Source: an optimization exercise on an open RTL-to-GDS flow (aim: small area, a short achievable clock period and few clock cycles). Production flows keep margins and buffers that such runs may drop.
Function not checked in this run: the RTL went through the layout flow alone.
No activity file was given, so power comes from the tool's default toggle rates.

### flow/flow/run.sh
#!/bin/bash
# The standard layout (standard.sh), with plain buffers (buf_1) on the
# ports instead of the delay buffers buffer_ports picks by default.
set -euo pipefail
mkdir -p logs
export BUFFER_PORTS_ARGS="-buffer_cell sky130_fd_sc_hd__buf_1"
bash standard.sh > logs/standard.log 2>&1
### flow/standard.sh
#!/bin/bash
# synth_recipe.tcl (not shown) runs the flow's synth.tcl, then flattens the netlist and writes it again
# the make line also repeats each setting of config.mk as NAME=value (left out here)
make -C /OpenROAD-flow-scripts/flow DESIGN_CONFIG=/design/flow/config.mk WORK_HOME=/design/flow/orfs CLKGATE_MAP_FILE= SYNTH_SCRIPT=/design/flow/synth_recipe.tcl "${@:-finish}"
### flow/config.mk
export PLATFORM = sky130hd
export DESIGN_NAME = isp_top
export DESIGN_NICKNAME = isp_top
export VERILOG_FILES = /design/flow/design.v
export SDC_FILE = /design/flow/constraint.sdc
export NUM_CORES = 4
export LEC_CHECK = 0
export ABC_AREA = 1
export CAP_MARGIN = 20
export CORE_MARGIN = 2
export CORE_UTILIZATION = 60
export CTS_CLUSTER_DIAMETER = 80
export CTS_CLUSTER_SIZE = 30
export SETUP_SLACK_MARGIN = 5
export SLEW_MARGIN = 20
### flow/constraint.sdc
create_clock -name core_clock -period 8.0 [get_ports {clk}]
set_input_delay 1.6000 -clock core_clock [delete_from_list [all_inputs] [get_ports {clk}]]
set_output_delay 1.6000 -clock core_clock [all_outputs]
set_load 0.01 [all_outputs]
### flow/design.v
`default_nettype none
package isp_pkg;
    localparam int BEATS_PER_PIC  = 192;
    localparam int PIX_PER_BEAT   = 16;
    localparam int PLANE_BEATS    = 64;
    localparam int WIN_SIZE       = 6;
    localparam int WIN_FIRST_ROW  = 13;
    localparam int WIN_FIRST_COL  = 13;
    localparam int EXPO_SHIFT     = 10;
    localparam int RESULT_LATENCY = 16;
    typedef logic [7:0]   pixel_t;
    typedef logic [127:0] beat_t;
    typedef logic [7:0]   beat_idx_t;
    typedef logic [1:0]   ratio_t;
    typedef logic [7:0]   result_t;
    typedef logic [13:0]  diff_sum_t;
endpackage
`default_nettype wire
`timescale 1ns/1ps
`default_nettype none
module isp_focus_contrast (
    input  logic       clk,
    input  logic       rst_n,
    input  logic       start,
    input  logic [7:0] t0,
    input  logic [7:0] t1,
    input  logic [7:0] t2,
    input  logic [7:0] n0,
    input  logic [7:0] u0,
    input  logic [7:0] u1,
    input  logic [7:0] u2,
    output logic       rot,
    output logic       done,
    output logic [1:0] res
);
    typedef enum logic [1:0] {
        PH_IDLE,
        PH_ROT,       
        PH_SETTLE,    
        PH_DIV        
    } phase_t;
    phase_t     phase;
    logic [1:0] pass;
    logic [3:0] e;            
    logic [3:0] cnt;
    assign rot = (phase == PH_ROT);
    always_ff @(posedge clk or negedge rst_n) begin
        if (!rst_n) begin
            phase <= PH_IDLE;
            pass  <= '0;
            e     <= '0;
            cnt   <= '0;
            done  <= 1'b0;
        end else begin
            done <= 1'b0;
            if (start) begin
                phase <= PH_ROT;
                pass  <= '0;
                e     <= '0;
            end else begin
                case (phase)
                    PH_ROT: begin
                        e <= (e == 4'd11) ? 4'd0 : e + 4'd1;
                        if (e == 4'd11) begin
                            pass <= pass + 2'd1;
                        end
                        if (pass == 2'd2 && e == 4'd10) begin
                            phase <= PH_SETTLE;
                            cnt   <= '0;
                        end
                    end
                    PH_SETTLE: begin
                        cnt <= cnt + 4'd1;
                        if (cnt == 4'd4) begin
                            phase <= PH_DIV;
                            cnt   <= 4'd8;
                        end
                    end
                    PH_DIV: begin
                        cnt <= cnt - 4'd1;
                        if (cnt == 4'd0) begin
                            phase <= PH_IDLE;
                            done  <= 1'b1;
                        end
                    end
                    default: ;
                endcase
            end
        end
    end
    logic [2:0] r;
    logic       h;
    logic       r14, r13, r23, r2;
    logic [7:0] opa [2];
    logic [7:0] opb [2];
    logic       val [2];
    logic       c4  [2];
    logic       c2  [2];
    assign r   = e[3:1];
    assign h   = e[0];
    assign r14 = (r >= 3'd1) && (r <= 3'd4);
    assign r13 = (r >= 3'd1) && (r <= 3'd3);
    assign r23 = (r == 3'd2) || (r == 3'd3);
    assign r2  = (r == 3'd2);
    always_comb begin
        case (pass)
            2'd0: begin
                opa[0] = t0;  opb[0] = t1;
                opa[1] = t1;  opb[1] = t2;
                val[0] = 1'b1;  c4[0] = h && r14;   c2[0] = 1'b0;
                val[1] = 1'b1;  c4[1] = !h && r14;  c2[1] = 1'b0;
            end
            2'd1: begin
                opa[0] = t0;  opb[0] = u0;
                opa[1] = t2;  opb[1] = u2;
                val[0] = (r <= 3'd4);  c4[0] = h && r13;   c2[0] = h && r2;
                val[1] = (r <= 3'd4);  c4[1] = !h && r13;  c2[1] = !h && r2;
            end
            default: begin
                opa[0] = t2;  opb[0] = n0;
                opa[1] = t1;  opb[1] = u1;
                val[0] = !h;           c4[0] = !h && r14;  c2[0] = !h && r23;
                val[1] = (r <= 3'd4);  c4[1] = r13;        c2[1] = 1'b0;
            end
        endcase
    end
    logic [8:0] sd  [2];
    logic [7:0] dq  [2];
    logic       iq  [2];
    logic       q4m [2];
    logic       q2m [2];
    always_comb begin
        for (int j = 0; j < 2; j++) begin
            sd[j] = {1'b0, opa[j]} + {1'b0, ~opb[j]};
        end
    end
    always_ff @(posedge clk) begin
        for (int j = 0; j < 2; j++) begin
            dq[j]  <= (rot && val[j]) ? (sd[j][7:0] ^ {8{!sd[j][8]}}) : 8'd0;
            iq[j]  <= rot && val[j] && sd[j][8];
            q4m[j] <= c4[j];
            q2m[j] <= c2[j];
        end
    end
    logic [13:0] s6, s4;
    logic [9:0]  s2;
    logic [2:0]  k6, k4;      
    logic [1:0]  k2;          
    logic [13:0] a6x, a6y, a4x, a4y;
    logic [9:0]  a2x;
    logic        a2i;
    logic [13:0] n6, n4;
    logic [9:0]  n2;
    logic [2:0]  m6, m4;
    logic [1:0]  m2;
    logic [13:0] cs6, cc6, cs4, cc4;
    logic [14:0] cy6, cy4;
    logic [10:0] cy2;
    logic [13:0] b6, b4;
    always_comb begin
        a6x = 14'(dq[0]);
        a6y = 14'(dq[1]);
        a4x = 14'(dq[0] & {8{q4m[0]}});
        a4y = 14'(dq[1] & {8{q4m[1]}});
        a2x = 10'((dq[0] & {8{q2m[0]}}) | (dq[1] & {8{q2m[1]}}));
        a2i = (iq[0] && q2m[0]) || (iq[1] && q2m[1]);
        for (int k = 0; k < 14; k++) begin
            cs6[k] = s6[k] ^ a6x[k] ^ a6y[k];
            cc6[k] = (s6[k] & a6x[k]) | (s6[k] & a6y[k]) | (a6x[k] & a6y[k]);
            b6[k]  = (k == 0) ? iq[0] : cc6[k == 0 ? 0 : k - 1];
        end
        cy6[0] = iq[1];
        for (int k = 0; k < 14; k++) begin
            n6[k]     = cs6[k] ^ b6[k] ^ cy6[k];
            cy6[k+1]  = (cs6[k] & b6[k]) | (cs6[k] & cy6[k]) | (b6[k] & cy6[k]);
            if (k == 3 || k == 7 || k == 11) begin
                m6[k/4]  = cy6[k+1];
                cy6[k+1] = k6[k/4];
            end
        end
        for (int k = 0; k < 14; k++) begin
            cs4[k] = s4[k] ^ a4x[k] ^ a4y[k];
            cc4[k] = (s4[k] & a4x[k]) | (s4[k] & a4y[k]) | (a4x[k] & a4y[k]);
            b4[k]  = (k == 0) ? (iq[0] && q4m[0]) : cc4[k == 0 ? 0 : k - 1];
        end
        cy4[0] = iq[1] && q4m[1];
        for (int k = 0; k < 14; k++) begin
            n4[k]     = cs4[k] ^ b4[k] ^ cy4[k];
            cy4[k+1]  = (cs4[k] & b4[k]) | (cs4[k] & cy4[k]) | (b4[k] & cy4[k]);
            if (k == 3 || k == 7 || k == 11) begin
                m4[k/4]  = cy4[k+1];
                cy4[k+1] = k4[k/4];
            end
        end
        cy2[0] = a2i;
        for (int k = 0; k < 10; k++) begin
            n2[k]    = s2[k] ^ a2x[k] ^ cy2[k];
            cy2[k+1] = (s2[k] & a2x[k]) | (s2[k] & cy2[k]) | (a2x[k] & cy2[k]);
            if (k == 3 || k == 7) begin
                m2[k/4]  = cy2[k+1];
                cy2[k+1] = k2[k/4];
            end
        end
    end
    always_ff @(posedge clk) begin
        if (start) begin
            s6 <= '0;
            s4 <= '0;
            s2 <= '0;
            k6 <= '0;
            k4 <= '0;
            k2 <= '0;
        end else begin
            s6 <= n6;
            s4 <= n4;
            s2 <= n2;
            k6 <= m6;
            k4 <= m4;
            k2 <= m2;
        end
    end
    logic [5:0] rem;           
    logic [6:0] rem2;
    logic       qb6, qb2, qb4;
    logic       eq26, gt26, eq46, gt46, eq24, gt24;
    assign qb2  = (cnt <= 4'd7) ? s2[cnt + 4'd2] : 1'b0;
    assign qb4  = s4[cnt + 4'd4];
    assign rem2 = {rem, s6[cnt]};
    assign qb6  = (rem2 >= 7'd36);
    always_ff @(posedge clk) begin
        if (phase == PH_SETTLE) begin
            rem  <= {1'b0, s6[13:9]};
            eq26 <= 1'b1;
            gt26 <= 1'b0;
            eq46 <= 1'b1;
            gt46 <= 1'b0;
            eq24 <= 1'b1;
            gt24 <= 1'b0;
        end else if (phase == PH_DIV) begin
            rem <= 6'(qb6 ? rem2 - 7'd36 : rem2);
            if (eq26 && qb2 != qb6) begin
                eq26 <= 1'b0;
                gt26 <= qb2;
            end
            if (eq46 && qb4 != qb6) begin
                eq46 <= 1'b0;
                gt46 <= qb4;
            end
            if (eq24 && qb2 != qb4) begin
                eq24 <= 1'b0;
                gt24 <= qb2;
            end
        end
    end
    always_comb begin
        if ((eq24 || gt24) && (eq26 || gt26)) begin
            res = 2'd0;
        end else if (eq46 || gt46) begin
            res = 2'd1;
        end else begin
            res = 2'd2;
        end
    end
endmodule
`default_nettype wire
`timescale 1ns/1ps
`default_nettype none
module isp_exposure_acc (
    input  logic          clk,
    input  logic [127:0]  x,
    input  logic          en,      
    input  logic          sh,      
    output logic [10:0]   sa,
    output logic [10:0]   sb
);
    logic s1;
    logic c2;
    logic s3;
    logic c4;
    logic s5;
    logic c6;
    logic s7;
    logic c8;
    logic s9;
    logic c10;
    logic s11;
    logic c12;
    logic s13;
    logic c14;
    logic s15;
    logic c16;
    logic s17;
    logic c18;
    logic s19;
    logic c20;
    logic s21;
    logic c22;
    logic s23;
    logic c24;
    logic s25;
    logic c26;
    logic s27;
    logic c28;
    logic s29;
    logic c30;
    logic s31;
    logic c32;
    logic s33;
    logic c34;
    logic s35;
    logic c36;
    logic s37;
    logic c38;
    logic s39;
    logic c40;
    logic s41;
    logic c42;
    logic s43;
    logic c44;
    logic s45;
    logic c46;
    logic s47;
    logic c48;
    logic s49;
    logic c50;
    logic s51;
    logic c52;
    logic s53;
    logic c54;
    logic s55;
    logic c56;
    logic s57;
    logic c58;
    logic s59;
    logic c60;
    logic s61;
    logic c62;
    logic s63;
    logic c64;
    logic s65;
    logic c66;
    logic s67;
    logic c68;
    logic s69;
    logic c70;
    logic s71;
    logic c72;
    logic s73;
    logic c74;
    logic s75;
    logic c76;
    logic s77;
    logic c78;
    logic s79;
    logic c80;
    logic s81;
    logic c82;
    logic s83;
    logic c84;
    logic s85;
    logic c86;
    logic s87;
    logic c88;
    logic s89;
    logic c90;
    logic s91;
    logic c92;
    logic s93;
    logic c94;
    logic s95;
    logic c96;
    logic s97;
    logic c98;
    logic s99;
    logic c100;
    logic s101;
    logic c102;
    logic s103;
    logic c104;
    logic s105;
    logic c106;
    logic s107;
    logic c108;
    logic s109;
    logic c110;
    logic s111;
    logic c112;
    logic s113;
    logic c114;
    logic s115;
    logic c116;
    logic s117;
    logic c118;
    logic s119;
    logic c120;
    logic s121;
    logic c122;
    logic s123;
    logic c124;
    logic s125;
    logic c126;
    logic s127;
    logic c128;
    logic s129;
    logic c130;
    logic s131;
    logic c132;
    logic s133;
    logic c134;
    logic s135;
    logic c136;
    logic s137;
    logic c138;
    logic s139;
    logic c140;
    logic s141;
    logic c142;
    logic s143;
    logic c144;
    logic s145;
    logic c146;
    logic s147;
    logic c148;
    logic s149;
    logic c150;
    logic s151;
    logic c152;
    logic s153;
    logic c154;
    logic q155;
    logic q156;
    logic q157;
    logic q158;
    logic q159;
    logic q160;
    logic q161;
    logic q162;
    logic q163;
    logic q164;
    logic q165;
    logic q166;
    logic q167;
    logic q168;
    logic q169;
    logic q170;
    logic q171;
    logic q172;
    logic q173;
    logic q174;
    logic q175;
    logic q176;
    logic q177;
    logic q178;
    logic q179;
    logic q180;
    logic q181;
    logic q182;
    logic q183;
    logic q184;
    logic q185;
    logic q186;
    logic q187;
    logic q188;
    logic q189;
    logic q190;
    logic q191;
    logic q192;
    logic q193;
    logic q194;
    logic q195;
    logic q196;
    logic q197;
    logic q198;
    logic q199;
    logic q200;
    logic q201;
    logic q202;
    logic q203;
    logic q204;
    logic q205;
    logic q206;
    logic q207;
    logic q208;
    logic q209;
    logic q210;
    logic s211;
    logic c212;
    logic s213;
    logic c214;
    logic s215;
    logic c216;
    logic s217;
    logic c218;
    logic s219;
    logic c220;
    logic s221;
    logic c222;
    logic s223;
    logic c224;
    logic s225;
    logic c226;
    logic s227;
    logic c228;
    logic s229;
    logic c230;
    logic s231;
    logic c232;
    logic s233;
    logic c234;
    logic s235;
    logic c236;
    logic s237;
    logic c238;
    logic s239;
    logic c240;
    logic s241;
    logic c242;
    logic s243;
    logic c244;
    logic s245;
    logic c246;
    logic s247;
    logic c248;
    logic s249;
    logic c250;
    logic s251;
    logic c252;
    logic s253;
    logic c254;
    logic s255;
    logic c256;
    logic s257;
    logic c258;
    logic s259;
    logic c260;
    logic s261;
    logic c262;
    logic s263;
    logic c264;
    logic s265;
    logic c266;
    logic s267;
    logic c268;
    logic s269;
    logic c270;
    logic s271;
    logic c272;
    logic s273;
    logic c274;
    logic s275;
    logic c276;
    logic s277;
    logic c278;
    logic s279;
    logic c280;
    logic s281;
    logic c282;
    logic s283;
    logic c284;
    assign s1 = x[0] ^ x[8] ^ x[16];
    assign c2 = (x[0] & x[8]) | (x[0] & x[16]) | (x[8] & x[16]);
    assign s3 = x[24] ^ x[32];
    assign c4 = x[24] & x[32];
    assign s5 = x[1] ^ x[9] ^ x[17];
    assign c6 = (x[1] & x[9]) | (x[1] & x[17]) | (x[9] & x[17]);
    assign s7 = x[25] ^ x[33] ^ x[41];
    assign c8 = (x[25] & x[33]) | (x[25] & x[41]) | (x[33] & x[41]);
    assign s9 = x[49] ^ x[57];
    assign c10 = x[49] & x[57];
    assign s11 = x[2] ^ x[10] ^ x[18];
    assign c12 = (x[2] & x[10]) | (x[2] & x[18]) | (x[10] & x[18]);
    assign s13 = x[26] ^ x[34] ^ x[42];
    assign c14 = (x[26] & x[34]) | (x[26] & x[42]) | (x[34] & x[42]);
    assign s15 = x[50] ^ x[58] ^ x[66];
    assign c16 = (x[50] & x[58]) | (x[50] & x[66]) | (x[58] & x[66]);
    assign s17 = x[3] ^ x[11] ^ x[19];
    assign c18 = (x[3] & x[11]) | (x[3] & x[19]) | (x[11] & x[19]);
    assign s19 = x[27] ^ x[35] ^ x[43];
    assign c20 = (x[27] & x[35]) | (x[27] & x[43]) | (x[35] & x[43]);
    assign s21 = x[51] ^ x[59] ^ x[67];
    assign c22 = (x[51] & x[59]) | (x[51] & x[67]) | (x[59] & x[67]);
    assign s23 = x[4] ^ x[12] ^ x[20];
    assign c24 = (x[4] & x[12]) | (x[4] & x[20]) | (x[12] & x[20]);
    assign s25 = x[28] ^ x[36] ^ x[44];
    assign c26 = (x[28] & x[36]) | (x[28] & x[44]) | (x[36] & x[44]);
    assign s27 = x[52] ^ x[60] ^ x[68];
    assign c28 = (x[52] & x[60]) | (x[52] & x[68]) | (x[60] & x[68]);
    assign s29 = x[5] ^ x[13] ^ x[21];
    assign c30 = (x[5] & x[13]) | (x[5] & x[21]) | (x[13] & x[21]);
    assign s31 = x[29] ^ x[37] ^ x[45];
    assign c32 = (x[29] & x[37]) | (x[29] & x[45]) | (x[37] & x[45]);
    assign s33 = x[53] ^ x[61] ^ x[69];
    assign c34 = (x[53] & x[61]) | (x[53] & x[69]) | (x[61] & x[69]);
    assign s35 = x[6] ^ x[14] ^ x[22];
    assign c36 = (x[6] & x[14]) | (x[6] & x[22]) | (x[14] & x[22]);
    assign s37 = x[30] ^ x[38] ^ x[46];
    assign c38 = (x[30] & x[38]) | (x[30] & x[46]) | (x[38] & x[46]);
    assign s39 = x[54] ^ x[62] ^ x[70];
    assign c40 = (x[54] & x[62]) | (x[54] & x[70]) | (x[62] & x[70]);
    assign s41 = x[7] ^ x[15] ^ x[23];
    assign c42 = (x[7] & x[15]) | (x[7] & x[23]) | (x[15] & x[23]);
    assign s43 = x[31] ^ x[39] ^ x[47];
    assign c44 = (x[31] & x[39]) | (x[31] & x[47]) | (x[39] & x[47]);
    assign s45 = x[55] ^ x[63] ^ x[71];
    assign c46 = (x[55] & x[63]) | (x[55] & x[71]) | (x[63] & x[71]);
    assign s47 = s1 ^ s3 ^ x[40];
    assign c48 = (s1 & s3) | (s1 & x[40]) | (s3 & x[40]);
    assign s49 = x[48] ^ x[56] ^ x[64];
    assign c50 = (x[48] & x[56]) | (x[48] & x[64]) | (x[56] & x[64]);
    assign s51 = s5 ^ s7 ^ s9;
    assign c52 = (s5 & s7) | (s5 & s9) | (s7 & s9);
    assign s53 = x[65] ^ x[73] ^ x[81];
    assign c54 = (x[65] & x[73]) | (x[65] & x[81]) | (x[73] & x[81]);
    assign s55 = x[89] ^ x[97] ^ x[105];
    assign c56 = (x[89] & x[97]) | (x[89] & x[105]) | (x[97] & x[105]);
    assign s57 = s11 ^ s13 ^ s15;
    assign c58 = (s11 & s13) | (s11 & s15) | (s13 & s15);
    assign s59 = x[74] ^ x[82] ^ x[90];
    assign c60 = (x[74] & x[82]) | (x[74] & x[90]) | (x[82] & x[90]);
    assign s61 = x[98] ^ x[106] ^ x[114];
    assign c62 = (x[98] & x[106]) | (x[98] & x[114]) | (x[106] & x[114]);
    assign s63 = x[122] ^ c6;
    assign c64 = x[122] & c6;
    assign s65 = s17 ^ s19 ^ s21;
    assign c66 = (s17 & s19) | (s17 & s21) | (s19 & s21);
    assign s67 = x[75] ^ x[83] ^ x[91];
    assign c68 = (x[75] & x[83]) | (x[75] & x[91]) | (x[83] & x[91]);
    assign s69 = x[99] ^ x[107] ^ x[115];
    assign c70 = (x[99] & x[107]) | (x[99] & x[115]) | (x[107] & x[115]);
    assign s71 = x[123] ^ c12 ^ c14;
    assign c72 = (x[123] & c12) | (x[123] & c14) | (c12 & c14);
    assign s73 = s23 ^ s25 ^ s27;
    assign c74 = (s23 & s25) | (s23 & s27) | (s25 & s27);
    assign s75 = x[76] ^ x[84] ^ x[92];
    assign c76 = (x[76] & x[84]) | (x[76] & x[92]) | (x[84] & x[92]);
    assign s77 = x[100] ^ x[108] ^ x[116];
    assign c78 = (x[100] & x[108]) | (x[100] & x[116]) | (x[108] & x[116]);
    assign s79 = x[124] ^ c18 ^ c20;
    assign c80 = (x[124] & c18) | (x[124] & c20) | (c18 & c20);
    assign s81 = s29 ^ s31 ^ s33;
    assign c82 = (s29 & s31) | (s29 & s33) | (s31 & s33);
    assign s83 = x[77] ^ x[85] ^ x[93];
    assign c84 = (x[77] & x[85]) | (x[77] & x[93]) | (x[85] & x[93]);
    assign s85 = x[101] ^ x[109] ^ x[117];
    assign c86 = (x[101] & x[109]) | (x[101] & x[117]) | (x[109] & x[117]);
    assign s87 = x[125] ^ c24 ^ c26;
    assign c88 = (x[125] & c24) | (x[125] & c26) | (c24 & c26);
    assign s89 = s35 ^ s37 ^ s39;
    assign c90 = (s35 & s37) | (s35 & s39) | (s37 & s39);
    assign s91 = x[78] ^ x[86] ^ x[94];
    assign c92 = (x[78] & x[86]) | (x[78] & x[94]) | (x[86] & x[94]);
    assign s93 = x[102] ^ x[110] ^ x[118];
    assign c94 = (x[102] & x[110]) | (x[102] & x[118]) | (x[110] & x[118]);
    assign s95 = x[126] ^ c30 ^ c32;
    assign c96 = (x[126] & c30) | (x[126] & c32) | (c30 & c32);
    assign s97 = s41 ^ s43 ^ s45;
    assign c98 = (s41 & s43) | (s41 & s45) | (s43 & s45);
    assign s99 = x[79] ^ x[87] ^ x[95];
    assign c100 = (x[79] & x[87]) | (x[79] & x[95]) | (x[87] & x[95]);
    assign s101 = x[103] ^ x[111] ^ x[119];
    assign c102 = (x[103] & x[111]) | (x[103] & x[119]) | (x[111] & x[119]);
    assign s103 = x[127] ^ c36 ^ c38;
    assign c104 = (x[127] & c36) | (x[127] & c38) | (c36 & c38);
    assign s105 = s47 ^ s49 ^ x[72];
    assign c106 = (s47 & s49) | (s47 & x[72]) | (s49 & x[72]);
    assign s107 = x[80] ^ x[88];
    assign c108 = x[80] & x[88];
    assign s109 = s51 ^ s53 ^ s55;
    assign c110 = (s51 & s53) | (s51 & s55) | (s53 & s55);
    assign s111 = x[113] ^ x[121] ^ c2;
    assign c112 = (x[113] & x[121]) | (x[113] & c2) | (x[121] & c2);
    assign s113 = c4 ^ c48;
    assign c114 = c4 & c48;
    assign s115 = s57 ^ s59 ^ s61;
    assign c116 = (s57 & s59) | (s57 & s61) | (s59 & s61);
    assign s117 = s63 ^ c8 ^ c10;
    assign c118 = (s63 & c8) | (s63 & c10) | (c8 & c10);
    assign s119 = c52 ^ c54 ^ c56;
    assign c120 = (c52 & c54) | (c52 & c56) | (c54 & c56);
    assign s121 = s65 ^ s67 ^ s69;
    assign c122 = (s65 & s67) | (s65 & s69) | (s67 & s69);
    assign s123 = s71 ^ c16 ^ c58;
    assign c124 = (s71 & c16) | (s71 & c58) | (c16 & c58);
    assign s125 = c60 ^ c62 ^ c64;
    assign c126 = (c60 & c62) | (c60 & c64) | (c62 & c64);
    assign s127 = s73 ^ s75 ^ s77;
    assign c128 = (s73 & s75) | (s73 & s77) | (s75 & s77);
    assign s129 = s79 ^ c22 ^ c66;
    assign c130 = (s79 & c22) | (s79 & c66) | (c22 & c66);
    assign s131 = c68 ^ c70 ^ c72;
    assign c132 = (c68 & c70) | (c68 & c72) | (c70 & c72);
    assign s133 = s81 ^ s83 ^ s85;
    assign c134 = (s81 & s83) | (s81 & s85) | (s83 & s85);
    assign s135 = s87 ^ c28 ^ c74;
    assign c136 = (s87 & c28) | (s87 & c74) | (c28 & c74);
    assign s137 = c76 ^ c78 ^ c80;
    assign c138 = (c76 & c78) | (c76 & c80) | (c78 & c80);
    assign s139 = s89 ^ s91 ^ s93;
    assign c140 = (s89 & s91) | (s89 & s93) | (s91 & s93);
    assign s141 = s95 ^ c34 ^ c82;
    assign c142 = (s95 & c34) | (s95 & c82) | (c34 & c82);
    assign s143 = c84 ^ c86 ^ c88;
    assign c144 = (c84 & c86) | (c84 & c88) | (c86 & c88);
    assign s145 = s97 ^ s99 ^ s101;
    assign c146 = (s97 & s99) | (s97 & s101) | (s99 & s101);
    assign s147 = s103 ^ c40 ^ c90;
    assign c148 = (s103 & c40) | (s103 & c90) | (c40 & c90);
    assign s149 = c92 ^ c94 ^ c96;
    assign c150 = (c92 & c94) | (c92 & c96) | (c94 & c96);
    assign s151 = c42 ^ c44 ^ c46;
    assign c152 = (c42 & c44) | (c42 & c46) | (c44 & c46);
    assign s153 = c98 ^ c100 ^ c102;
    assign c154 = (c98 & c100) | (c98 & c102) | (c100 & c102);
    assign s211 = q155 ^ q156 ^ q157;
    assign c212 = (q155 & q156) | (q155 & q157) | (q156 & q157);
    assign s213 = q161 ^ q162 ^ q163;
    assign c214 = (q161 & q162) | (q161 & q163) | (q162 & q163);
    assign s215 = q164 ^ q165;
    assign c216 = q164 & q165;
    assign s217 = q167 ^ q168 ^ q169;
    assign c218 = (q167 & q168) | (q167 & q169) | (q168 & q169);
    assign s219 = q170 ^ q171 ^ q172;
    assign c220 = (q170 & q171) | (q170 & q172) | (q171 & q172);
    assign s221 = q173 ^ q174 ^ q175;
    assign c222 = (q173 & q174) | (q173 & q175) | (q174 & q175);
    assign s223 = q176 ^ q177 ^ q178;
    assign c224 = (q176 & q177) | (q176 & q178) | (q177 & q178);
    assign s225 = q179 ^ q180 ^ q181;
    assign c226 = (q179 & q180) | (q179 & q181) | (q180 & q181);
    assign s227 = q182 ^ q183 ^ q184;
    assign c228 = (q182 & q183) | (q182 & q184) | (q183 & q184);
    assign s229 = q185 ^ q186 ^ q187;
    assign c230 = (q185 & q186) | (q185 & q187) | (q186 & q187);
    assign s231 = q188 ^ q189 ^ q190;
    assign c232 = (q188 & q189) | (q188 & q190) | (q189 & q190);
    assign s233 = q191 ^ q192 ^ q193;
    assign c234 = (q191 & q192) | (q191 & q193) | (q192 & q193);
    assign s235 = q194 ^ q195 ^ q196;
    assign c236 = (q194 & q195) | (q194 & q196) | (q195 & q196);
    assign s237 = q197 ^ q198 ^ q199;
    assign c238 = (q197 & q198) | (q197 & q199) | (q198 & q199);
    assign s239 = q200 ^ q201 ^ q202;
    assign c240 = (q200 & q201) | (q200 & q202) | (q201 & q202);
    assign s241 = q203 ^ q204 ^ q205;
    assign c242 = (q203 & q204) | (q203 & q205) | (q204 & q205);
    assign s243 = q206 ^ q207 ^ q208;
    assign c244 = (q206 & q207) | (q206 & q208) | (q207 & q208);
    assign s245 = s211 ^ q158;
    assign c246 = s211 & q158;
    assign s247 = s213 ^ s215 ^ q166;
    assign c248 = (s213 & s215) | (s213 & q166) | (s215 & q166);
    assign s249 = s217 ^ s219 ^ c214;
    assign c250 = (s217 & s219) | (s217 & c214) | (s219 & c214);
    assign s251 = s221 ^ s223 ^ c218;
    assign c252 = (s221 & s223) | (s221 & c218) | (s223 & c218);
    assign s253 = s225 ^ s227 ^ c222;
    assign c254 = (s225 & s227) | (s225 & c222) | (s227 & c222);
    assign s255 = s229 ^ s231 ^ c226;
    assign c256 = (s229 & s231) | (s229 & c226) | (s231 & c226);
    assign s257 = s233 ^ s235 ^ c230;
    assign c258 = (s233 & s235) | (s233 & c230) | (s235 & c230);
    assign s259 = s237 ^ s239 ^ c234;
    assign c260 = (s237 & s239) | (s237 & c234) | (s239 & c234);
    assign s261 = s241 ^ s243 ^ c238;
    assign c262 = (s241 & s243) | (s241 & c238) | (s243 & c238);
    assign s263 = q209 ^ q210 ^ c242;
    assign c264 = (q209 & q210) | (q209 & c242) | (q210 & c242);
    assign s265 = s245 ^ q159;
    assign c266 = s245 & q159;
    assign s267 = s247 ^ c212 ^ c246;
    assign c268 = (s247 & c212) | (s247 & c246) | (c212 & c246);
    assign s269 = s249 ^ c216 ^ c248;
    assign c270 = (s249 & c216) | (s249 & c248) | (c216 & c248);
    assign s271 = s251 ^ c220 ^ c250;
    assign c272 = (s251 & c220) | (s251 & c250) | (c220 & c250);
    assign s273 = s253 ^ c224 ^ c252;
    assign c274 = (s253 & c224) | (s253 & c252) | (c224 & c252);
    assign s275 = s255 ^ c228 ^ c254;
    assign c276 = (s255 & c228) | (s255 & c254) | (c228 & c254);
    assign s277 = s257 ^ c232 ^ c256;
    assign c278 = (s257 & c232) | (s257 & c256) | (c232 & c256);
    assign s279 = s259 ^ c236 ^ c258;
    assign c280 = (s259 & c236) | (s259 & c258) | (c236 & c258);
    assign s281 = s261 ^ c240 ^ c260;
    assign c282 = (s261 & c240) | (s261 & c260) | (c240 & c260);
    assign s283 = s263 ^ c244 ^ c262;
    assign c284 = (s263 & c244) | (s263 & c262) | (c244 & c262);
    always_ff @(posedge clk) begin
        q155 <= s105;
        q156 <= s107;
        q157 <= x[96];
        q158 <= x[104];
        q159 <= x[112];
        q160 <= x[120];
        q161 <= s109;
        q162 <= s111;
        q163 <= s113;
        q164 <= c50;
        q165 <= c106;
        q166 <= c108;
        q167 <= s115;
        q168 <= s117;
        q169 <= s119;
        q170 <= c110;
        q171 <= c112;
        q172 <= c114;
        q173 <= s121;
        q174 <= s123;
        q175 <= s125;
        q176 <= c116;
        q177 <= c118;
        q178 <= c120;
        q179 <= s127;
        q180 <= s129;
        q181 <= s131;
        q182 <= c122;
        q183 <= c124;
        q184 <= c126;
        q185 <= s133;
        q186 <= s135;
        q187 <= s137;
        q188 <= c128;
        q189 <= c130;
        q190 <= c132;
        q191 <= s139;
        q192 <= s141;
        q193 <= s143;
        q194 <= c134;
        q195 <= c136;
        q196 <= c138;
        q197 <= s145;
        q198 <= s147;
        q199 <= s149;
        q200 <= c140;
        q201 <= c142;
        q202 <= c144;
        q203 <= s151;
        q204 <= s153;
        q205 <= c104;
        q206 <= c146;
        q207 <= c148;
        q208 <= c150;
        q209 <= c152;
        q210 <= c154;
        sa <= !en ? '0 : sh ? {1'b0, c264, s283, s281, s279, s277, s275, s273, s271, s269, s267} : {c264, s283, s281, s279, s277, s275, s273, s271, s269, s267, s265};
        sb <= !en ? '0 : sh ? {1'b0, c284, c282, c280, c278, c276, c274, c272, c270, c268, c266} : {c284, c282, c280, c278, c276, c274, c272, c270, c268, c266, q160};
    end
endmodule
`default_nettype wire
`timescale 1ns/1ps
`default_nettype none
module isp_top (
    input  logic             clk,
    input  logic             rst_n,
    input  logic             in_valid,
    input  logic             in_mode,
    input  isp_pkg::ratio_t  in_ratio_mode,
    input  logic             pix_valid,
    input  isp_pkg::beat_t   pix_data,
    output logic             busy,
    output logic             out_valid,
    output isp_pkg::result_t out_data
);
    logic [7:0] bcnt;       
    logic       mode_q;
    logic [1:0] ratio_q;
    logic       busy_q;
    logic       rmode;      
    logic [1:0] rratio;
    logic       last0;
    assign last0 = pix_valid && (bcnt == 8'd191);
    always_ff @(posedge clk or negedge rst_n) begin
        if (!rst_n) begin
            bcnt    <= '0;
            mode_q  <= 1'b0;
            ratio_q <= '0;
            busy_q  <= 1'b0;
            rmode   <= 1'b0;
            rratio  <= '0;
        end else begin
            if (in_valid) begin
                bcnt    <= '0;
                mode_q  <= in_mode;
                ratio_q <= in_ratio_mode;
                busy_q  <= 1'b1;
            end else if (pix_valid) begin
                bcnt <= last0 ? 8'd0 : bcnt + 8'd1;
                if (last0) begin
                    busy_q <= 1'b0;
                end
            end
            if (last0) begin
                rmode  <= mode_q;
                rratio <= ratio_q;
            end
        end
    end
    assign busy = busy_q;
    logic red0, green0, blue0, wrow0;
    assign red0   = (bcnt[7:6] == 2'd0);
    assign green0 = (bcnt[7:6] == 2'd1);
    assign blue0  = (bcnt[7:6] == 2'd2);
    assign wrow0  = (bcnt[5:0] >= 6'd26) && (bcnt[5:0] <= 6'd37);
    logic       sat;
    logic [3:0] colmask0;
    logic [7:0] bcnt_n;
    logic [1:0] ratio_n;
    logic       mode_n;
    logic [3:0] thr_n;
    logic [127:0] xbits;
    assign bcnt_n  = in_valid ? 8'd0 : (pix_valid ? (last0 ? 8'd0 : bcnt + 8'd1) : bcnt);
    assign ratio_n = in_valid ? in_ratio_mode : ratio_q;
    assign mode_n  = in_valid ? in_mode : mode_q;
    assign thr_n   = (bcnt_n[7:6] == 2'd1) ? 4'(3 - ratio_n) : 4'(4 - ratio_n);
    always_ff @(posedge clk) begin
        sat <= mode_n && (ratio_n == 2'd3);
        for (int j = 0; j < 4; j++) begin
            colmask0[j] <= (4'(j) >= thr_n);
        end
    end
    always_comb begin
        for (int i = 0; i < 16; i++) begin
            for (int j = 0; j < 7; j++) begin
                xbits[8*i + j] = (j >= 4 || colmask0[j % 4]) && (pix_data[8*i + j] || (sat && pix_data[8*i + 7]));
            end
            xbits[8*i + 7] = !sat && pix_data[8*i + 7];
        end
    end
    logic [10:0] sa, sb;
    isp_exposure_acc i_tree (
        .clk (clk),
        .x   (xbits),
        .en  (v1),
        .sh  (!g1),
        .sa  (sa),
        .sb  (sb)
    );
    logic        v1, v2, e3;
    logic        first1, first2, last1, last2, g1;
    logic [18:0] acc;     
    always_ff @(posedge clk or negedge rst_n) begin
        if (!rst_n) begin
            v1    <= 1'b0;
            v2    <= 1'b0;
            last1 <= 1'b0;
            last2 <= 1'b0;
            e3    <= 1'b0;
        end else begin
            v1    <= pix_valid;
            v2    <= v1;
            last1 <= last0;
            last2 <= last1;
            e3    <= v2 && last2;
        end
    end
    always_ff @(posedge clk) begin
        first1 <= pix_valid && (bcnt == 8'd0);
        first2 <= first1;
        g1     <= green0;
        acc <= (first2 ? 19'd0 : acc) + 19'(sa) + 19'(sb);
    end
    logic [7:0] expo_res;
    always_comb begin
        case (rratio)
            2'd0:    expo_res = {2'b0, acc[18:13]};
            2'd1:    expo_res = {1'b0, acc[18:12]};
            2'd2:    expo_res = acc[18:11];
            default: expo_res = acc[17:10];
        endcase
    end
    logic       wv1, wred1, wend1;
    logic [6:0] wp1 [3];
    always_ff @(posedge clk or negedge rst_n) begin
        if (!rst_n) begin
            wv1    <= 1'b0;
            wend1  <= 1'b0;
        end else begin
            wv1    <= pix_valid && !mode_q && wrow0;
            wend1  <= pix_valid && !mode_q && blue0 && (bcnt[5:0] == 6'd37);
        end
    end
    always_ff @(posedge clk) begin
        wred1 <= red0;
        for (int j = 0; j < 3; j++) begin
            if (bcnt[0]) begin
                wp1[j] <= green0 ? pix_data[8*j + 1 +: 7] : {1'b0, pix_data[8*j + 2 +: 6]};
            end else begin
                wp1[j] <= green0 ? pix_data[8*(13 + j) + 1 +: 7] : {1'b0, pix_data[8*(13 + j) + 2 +: 6]};
            end
        end
    end
    logic [7:0] ch [3][12];
    logic       pact;         
    logic       chain_en;
    assign chain_en = wv1 || pact;
    always_ff @(posedge clk) begin
        if (chain_en) begin
            for (int j = 0; j < 3; j++) begin
                ch[j][0] <= (wred1 && wv1 ? 8'd0 : ch[j][11]) + (wv1 ? 8'(wp1[j]) : 8'd0);
                for (int k = 1; k < 12; k++) begin
                    ch[j][k] <= ch[j][k-1];
                end
            end
        end
    end
    logic       fdone_p;
    logic [1:0] fres;
    isp_focus_contrast i_contrast (
        .clk   (clk),
        .rst_n (rst_n),
        .start (wv1 && wend1),
        .t0    (ch[0][11]),
        .t1    (ch[1][11]),
        .t2    (ch[2][11]),
        .n0    (ch[0][10]),
        .u0    (ch[0][9]),
        .u1    (ch[1][9]),
        .u2    (ch[2][9]),
        .rot   (pact),
        .done  (fdone_p),
        .res   (fres)
    );
    logic pend, fire, fdone;
    assign fire = (e3 || pend) && (rmode || fdone);
    always_ff @(posedge clk or negedge rst_n) begin
        if (!rst_n) begin
            pend      <= 1'b0;
            fdone     <= 1'b0;
            out_valid <= 1'b0;
            out_data  <= '0;
        end else begin
            pend      <= !fire && (pend || e3);
            fdone     <= !fire && (fdone || fdone_p);
            out_valid <= fire;
            out_data  <= fire ? (rmode ? expo_res : {6'd0, fres}) : 8'd0;
        end
    end
endmodule
`default_nettype wire
==> results.ini <==
[outcome]
status=complete, no violations

[clock_tree]
cts_max_level=1
cts_tree=done
clk_latency_ns=0.60
cts_inserted_buffers=28
cts_buffer_depth=3
path_clk_slew_ns=0.11
cts_hold_buf=0
clock-sinks=541
clockRootBuffer=clkbuf_16

[global_route]
grt_max_degree=173
grt_pass1_wl_mm=85.0
grt_pass1_vias=16341
antenna_found_initial=0
grtUsageTotal=0.250
grt.overflow.total=0

[timing]
slew_headroom=0.381
fin_crit_ns=3.13
fin_skew_ns=0.0300
timing.hold.ws_ns=0.330
fin_crit_sh=0.391
hold_violations=0
max_slew.worst_pin.slew_ns=0.929
rsz0062_at_grt=true
setup_viol=0
setup-tns-final_ns=0
max_freq_ghz=0.319
drv_slew=0
layout_setup_ws_ns=4.87

[finish]
nets=2933
drive_gt1_frac=0.101
final_util=0.680
num_antenna_cells=0
fill_cells=3214
area_growth_pct=12.3
final_cell_area_um2=28500

[synthesis]
ys.flop_type=edfxtp_1
ys_seq_elements=541
post_synth_num_cell_types=55
syn_inst=2370
ys_seq_area_frac=0.552
syn-cell-area_um2=25400
synth-warning-count=17
synth_area_per_cell_um2=10.7
async_flop_share=0.0850
synth_edf_count=293
syn_nets=2756

[power]
p_seq_frac=0.407
power.density_nw_per_um2=314
p_switching_w=0.00333
p_comb_frac=0.402
vdd_drop_max_mv=0.208
sw_frac_of_total=0.372
clkPwrFrac=0.191
leakagePower_nw=12.3
internal_power_w=0.00563

[floorplan]
start_util=0.606
row_count=75
core_area_um2=41900
num_io_pins=145
die_h_um=210
fp.dieW_um=210
die_area_um2=43900

[worst_setup_path]
critPathArrivalTime_ns=3.68
regToRegStartpoint=sat$_DFF_P_
reg2reg_depth=9
startpoint_type=input port
reg2reg_slack_ns=5.07
reg2reg_to=i_tree.q173$_DFF_P_
crit_path_end_kind=flop
worstPathMaxFanout=7
required_ns=8.55
path_class=input port to flop

[detailed_routing]
wl_per_cell_um=17.4
drt_iter0_drc=1395
vias=16333
ant_nets=0
drc=0
viasPerCell=5.26
first_pass_iters=6
routed_wl_mm=54.0

[hold_path]
hold_start=first1$_DFF_P_
hold-path-cell-count=0
hold_end=first2$_DFF_P_
hp-class=flop to flop

[flow_run]
cap_violations=0

[place]
place.gp.congestion=0.936
dp_hpwl_mm=40.2
post-place-ws_ns=3.98
dpl-instance-area_um2=26600
io_buffers=144

metal layers:
layer	vias up	GRT usage	part of all wire	wire length (um)
li1	7944	-	-	-
met1	7924	0.357	0.44	24000
met2	391	0.404	0.47	25400
met3	74	0.0370	0.058	3150
met4	0	0.0731	0.027	1470
met5	-	0	0	0
cell families (layout without fill, tap and decap cells):
logic type	count (synthesis)	in the layout	synth area share
xor gates and xnor gates	55	55	0.0190
and+or+nand+nor	789	789	0.127
AOI/OAI and AO/OA	300	300	0.0651
adders and majority gates	251	251	0.173
buffers and inverters	434	633	0.0650
DFF	541	541	0.552
flip-flops by register name (all words and copies together), names as in the netlist, 4 cells and up:
signal,flops
colmask0,4
ch,288
i_contrast.s4,14
i_contrast.e,4
i_contrast.dq,16
i_contrast.s6,14
wp1,21
out_data,8
bcnt,8
i_contrast.rem,6
i_contrast.cnt,4
i_contrast.s2,10
i_tree.sa,11
i_tree.sb,11
acc,19
power by group through the flow:
| stage | Clock (W) | Combinational, W | Sequential (W) |
|---|---|---|---|
| floorplan | 0 | 0.00246 | 0.00361 |
| global placement | 0 | 0.00319 | 0.00370 |
| detailed placement | 0 | 0.00331 | 0.00371 |
| CTS | 0.00176 | 0.00344 | 0.00365 |
| global route | 0.00185 | 0.00414 | 0.00370 |
| finish | 0.00171 | 0.00360 | 0.00365 |
critical path: stages:
cell and delay [ns]:
buf_6 0.09, nand2_2 0.08, clkinv_4 0.10, buf_6 0.13, o21ai_4 0.12, fa_2 0.44
inv_1 0.08, fa_2 0.45, fa_2 0.57
layout make-up:
cell class	instances	area, um^2	share of cell area
Clock inverter	16	245	0.00861
Timing Repair Buffer	198	1160	0.0407
Clock buffer	36	746	0.0262
Tap cell	539	674	0.0237
Timing Repair inverter	2	15.0	0.000527
Inverter	381	1510	0.0529
Multi-Input combinational cell	1395	10100	0.356
Sequential cell	541	14000	0.492
cell usage in the layout (no fill, tap or decap), types with 9 or more instances in the layout:
| cell | n |
|---|---|
| buf_6 | 9 |
| nand4_1 | 10 |
| o22ai_1 | 9 |
| inv_1 | 348 |
| buf_4 | 41 |
| nor2_2 | 16 |
| xnor2_1 | 19 |
| clkbuf_16 | 29 |
| o21ai_1 | 13 |
| o21ai_0 | 121 |
| nor3_1 | 15 |
| dfrtp_1 | 46 |
| or2_2 | 16 |
| nor2_4 | 14 |
| edfxtp_1 | 293 |
| buf_1 | 134 |
| xor2_1 | 35 |
| dfxtp_1 | 199 |
| nor2_1 | 291 |
| a21oi_1 | 99 |
| nand2_1 | 340 |
| ha_1 | 82 |
| nand3_1 | 56 |
| fa_1 | 145 |
| inv_2 | 20 |
| fa_2 | 20 |
Yosys cell counts (3+ instances only):
cell type    n  area share
o21ai_0    141       0.028
dfrtp_1     46       0.045
nor4_1       6      0.0015
edfxtp_1   293        0.35
or2_2       17      0.0042
o22ai_1      9      0.0022
a22o_1       8      0.0028
nand2_1    350       0.052
a21oi_1    103       0.020
xor2_1      35       0.012
o21ai_1      4     0.00079
nor3_1      16      0.0032
buf_1        7      0.0010
xnor2_1     20      0.0069
inv_2        6     0.00089
ha_1        86       0.042
nor2_1     317       0.047
dfxtp_1    202        0.16
o211ai_1     7      0.0021
o21bai_1     3     0.00089
fa_1       165        0.13
o221ai_1     3      0.0010
inv_1      375       0.055
buf_2        8      0.0016
nand2_2      4     0.00099
nand4_1     10      0.0025
clkbuf_1    35      0.0052
nand3_1     56       0.011
through the flow:
| step | power (W) | cells |
|---|---|---|
| final | 0.00896 | 3108 |
| after global routing | 0.00968 | 3108 |
| after CTS | 0.00885 | 3085 |
| after detailed placement | 0.00702 | 3011 |
| after global placement | 0.00689 | 3011 |
| after floorplan | 0.00607 | 2370 |
worst max path at each step:
stage / startpoint / to / slack (ns) / cells past startpoint
6_report: pix_data[31] / i_tree.q173$_DFF_P_ / 4.87 / 9
5_1_grt: pix_data[31] / i_tree.q173$_DFF_P_ / 4.86 / 9
4_1_cts: pix_data[63] / i_tree.q173$_DFF_P_ / 4.93 / 8
3_5_place_dp: pix_data[55] / i_tree.q173$_DFF_P_ / 3.98 / 8
3_3_place_gp: pix_data[55] / i_tree.q191$_DFF_P_ / 4.02 / 8
2_1_floorplan: pix_data[39] / i_tree.q173$_DFF_P_ / 4.54 / 7
repair_timing:
item | in CTS | in global routing
pin swaps | 16 | 27
cloned | 2 | 2
buffers inserted | 20 | 21
gates resized for setup | 65 | 76
setup endpoints to repair | 52 | 46

==> port drivers added, routing unchanged <==
How much do the figures lean on ideal ports? The routed layout below was timed once more, with nothing changed but the port constraints.
Step 1, drivers: a clkbuf_16 drives clk and a buf_2 each remaining input, both assumed.
Step 2 adds t to the input delays and takes it off the output delays; t is the mean of the earliest and latest rising clock arrival at the registers after step 1. Input paths then give back, and output paths get back, about the clock's delay inside the block.
Three values: ideal ports, drivers, drivers and shift; two values: the first two.
t (ns): 0.647
slack for setup (ns): 4.869 / 4.885 / 4.237
worst setup path at the end: input to register
clock arrival spread, ns: 0.045 / 0.045
worst data-port slew with drivers (ns): 0.06
After both steps this run still meets setup and hold. For this run, drivers alone change the setup slack by +0.016 ns; drivers and shift together by -0.632 ns.
